Background: an optimization exercise with open tools, aiming at small area, a short achievable clock period and few clock cycles per item. Do not read the settings as production practice.
Only simulation tests tie the RTL to the original design; equivalence was not proved.

==> run M: inputs <==
Design fx_dot2_top, start of the top module:
module fx_dot2_top (
    input  logic        clk,
    input  logic        rst_n,
    input  logic        mode,     
    input  logic        valid_in,
    output logic        ready_out,
    input  logic [15:0] a0,
    input  logic [15:0] b0,
    input  logic [15:0] a1,
    input  logic [15:0] b1,
    output logic        valid_out,
    input  logic        ready_in,
    output logic [15:0] result,
    output logic        sat
);
    logic adv;
    assign adv       = !valid_out || ready_in;
    assign ready_out = adv;
    always_ff @(posedge clk or negedge rst_n) begin
        if (!rst_n)
            valid_out <= 1'b0;
        else if (adv)
            valid_out <= valid_in;
    end
    logic [23:0] x0, y0, x1, y1;
    fx_mul lane0_mul_i (.a(a0), .b(b0), .x(x0), .y(y0));
    fx_mul lane1_mul_i (.a(a1), .b(b1), .x(x1), .y(y1));
    logic [15:0] u, v;
    logic        s0, s1;
    fx_comb comb_i (.mode(mode), .x0(x0), .y0(y0), .x1(x1), .y1(y1), .u(u), .v(v), .s0(s0), .s1(s1));
    logic [15:0] u_q, v_q;
    logic        s0_q, s1_q;
    always_ff @(posedge clk) begin
        if (adv) begin
            u_q  <= u;
            v_q  <= v;
            s0_q <= s0;
            s1_q <= s1;
        end
    end
    fx_sum_sat sum_i (.u(u_q), .v(v_q), .s0(s0_q), .s1(s1_q), .result(result), .sat(sat));
endmodule
==> module fx_dot2_top, before the edit <==
module fx_dot2_top (
    input  logic        clk,
    input  logic        rst_n,
    input  logic        mode,     
    input  logic        valid_in,
    output logic        ready_out,
    input  logic [15:0] a0,
    input  logic [15:0] b0,
    input  logic [15:0] a1,
    input  logic [15:0] b1,
    output logic        valid_out,
    input  logic        ready_in,
    output logic [15:0] result,
    output logic        sat
);
    logic adv;
    assign adv       = !valid_out || ready_in;
    assign ready_out = adv;
    always_ff @(posedge clk or negedge rst_n) begin
        if (!rst_n)
            valid_out <= 1'b0;
        else if (adv)
            valid_out <= valid_in;
    end
    logic [23:0] x0, y0, x1, y1;
    fx_mul lane0_mul_i (.a(a0), .b(b0), .x(x0), .y(y0));
    fx_mul lane1_mul_i (.a(a1), .b(b1), .x(x1), .y(y1));
    logic [15:0] u, v;
    logic        s0, s1;
    fx_comb comb_i (.mode(mode), .x0(x0), .y0(y0), .x1(x1), .y1(y1), .u(u), .v(v), .s0(s0), .s1(s1));
    logic [15:0] u_q, v_q;
    logic        s0_q, s1_q;
    always_ff @(posedge clk) begin
        if (adv) begin
            u_q  <= u;
            v_q  <= v;
            s0_q <= s0;
            s1_q <= s1;
        end
    end
    fx_sum_sat sum_i (.u(u_q), .v(v_q), .s0(s0_q), .s1(s1_q), .result(result), .sat(sat));
endmodule
clock: 7.0 ns
lec_check: 0
cap_margin: 20
core_margin: 2
core_utilization: 40
slew_margin: 20
run.sh (not shown) runs the stock make flow with config.mk's settings and CLKGATE_MAP_FILE= SYNTH_SCRIPT=/design/flow/synth_recipe.tcl, a recipe that flattens the netlist after the stock synthesis.
==> run B (differences from run M) <==
--- a/flow/design.v
+++ b/flow/design.v
@@ -775,21 +775,38 @@
     output logic [15:0] result,
     output logic        sat
 );
-    logic adv;
+    logic adv, in_en, valid_x;
     assign adv       = !valid_out || ready_in;
-    assign ready_out = adv;
+    assign in_en     = adv || !valid_x;
+    assign ready_out = in_en;
     always_ff @(posedge clk or negedge rst_n) begin
-        if (!rst_n)
+        if (!rst_n) begin
+            valid_x   <= 1'b0;
             valid_out <= 1'b0;
-        else if (adv)
-            valid_out <= valid_in;
+        end else begin
+            if (in_en)
+                valid_x <= valid_in;
+            if (adv)
+                valid_out <= valid_x;
+        end
+    end
+    logic [15:0] a0_q, b0_q, a1_q, b1_q;
+    logic        mode_q;
+    always_ff @(posedge clk) begin
+        if (in_en) begin
+            a0_q   <= a0;
+            b0_q   <= b0;
+            a1_q   <= a1;
+            b1_q   <= b1;
+            mode_q <= mode;
+        end
     end
     logic [23:0] x0, y0, x1, y1;
-    fx_mul lane0_mul_i (.a(a0), .b(b0), .x(x0), .y(y0));
-    fx_mul lane1_mul_i (.a(a1), .b(b1), .x(x1), .y(y1));
+    fx_mul lane0_mul_i (.a(a0_q), .b(b0_q), .x(x0), .y(y0));
+    fx_mul lane1_mul_i (.a(a1_q), .b(b1_q), .x(x1), .y(y1));
     logic [15:0] u, v;
     logic        s0, s1;
-    fx_comb comb_i (.mode(mode), .x0(x0), .y0(y0), .x1(x1), .y1(y1), .u(u), .v(v), .s0(s0), .s1(s1));
+    fx_comb comb_i (.mode(mode_q), .x0(x0), .y0(y0), .x1(x1), .y1(y1), .u(u), .v(v), .s0(s0), .s1(s1));
     logic [15:0] u_q, v_q;
     logic        s0_q, s1_q;
     always_ff @(posedge clk) begin
==> comparison table <==
Outcome: run M finished clean; run B finished clean
Worst Hold Slack: run M 0.830 ns; run B 0.477 ns
Reg-to-Reg End: run M v_q[8]; run B s1_q
Fraction of final layout cells sized beyond drive strength 1: run M 5.65%; run B 1.80%
Wire length of the first global-routing pass: run M 66700 um; run B 64900 um
Instance count along the most critical hold path: run M 3; run B 1
Post-synthesis instance area: run M 15500 um^2; run B 17500 um^2
Multi-input gate share of total cell area: run M 72.1%; run B 65.8%
Die X-Extent: run M 201 um; run B 213 um
Met2 global-route usage: run M 35.1%; run B 31.6%
Post-synthesis share of cell area spent on full adders, half adders and majority gates: run M 55.1%; run B 48.9%
Post-Synth XOR/XNOR Area: run M 4.52%; run B 4.01%
Wire length the detailed router placed on met1: run M 18500 um; run B 17300 um
Clock network latency to the later pin of the worst-skew pair: run M 0.28 ns; run B 0.39 ns
Clock sinks: run M 35; run B 101
Top achievable clock speed: run M 0.150 GHz; run B 0.176 GHz
Largest net degree at the start of global routing: run M 36; run B 42
Maximum fanout encountered on the critical timing path: run M 7; run B 16
Worst Slack Setup Final: run M 0.345 ns; run B 1.31 ns
Synthesized netlist cell count: run M 1682; run B 1742
Number of clock buffer instances in the layout: run M 5; run B 9
Required time at the worst-slack endpoint: run M 7.02 ns; run B 7.12 ns
Final-layout fill cell count: run M 3725; run B 4070
Testbench counts of run M, summed over its fixed seeds: cycles 4,112, items 4,096.
Testbench counts of run B, summed over its fixed seeds: cycles 4,128, items 4,096.

static timing again, ports no longer ideal:
The flow's constraints put no driver on any port. The routed layouts listed below were extracted and timed again, unchanged, in two steps. Step 1: set_driving_cell puts a clkbuf_16 on clk and a buf_2 on each other input, an assumption about the parent block. Step 2 also shifts input and output timing later by t, the mid clock arrival at the registers, as if the neighbouring blocks saw the same clock. a / b / c = ideal / step 1 / step 2; a / b = the first two.
| run | shift t [ns] | setup WS [ns] | worst data-port slew with drivers (ns) | cell pins on the clock port's net |
|---|---|---|---|---|
| run M | 0.312 | 0.345 / 0.348 / 0.036 | 0.05 | 1 |
| run B | 0.440 | 1.310 / 1.310 / 1.310 | 0.05 | 1 |
After both steps every run listed still meets setup and hold. For run M, which loses most, drivers alone change the setup slack by +0.003 ns; drivers and shift together by -0.309 ns.
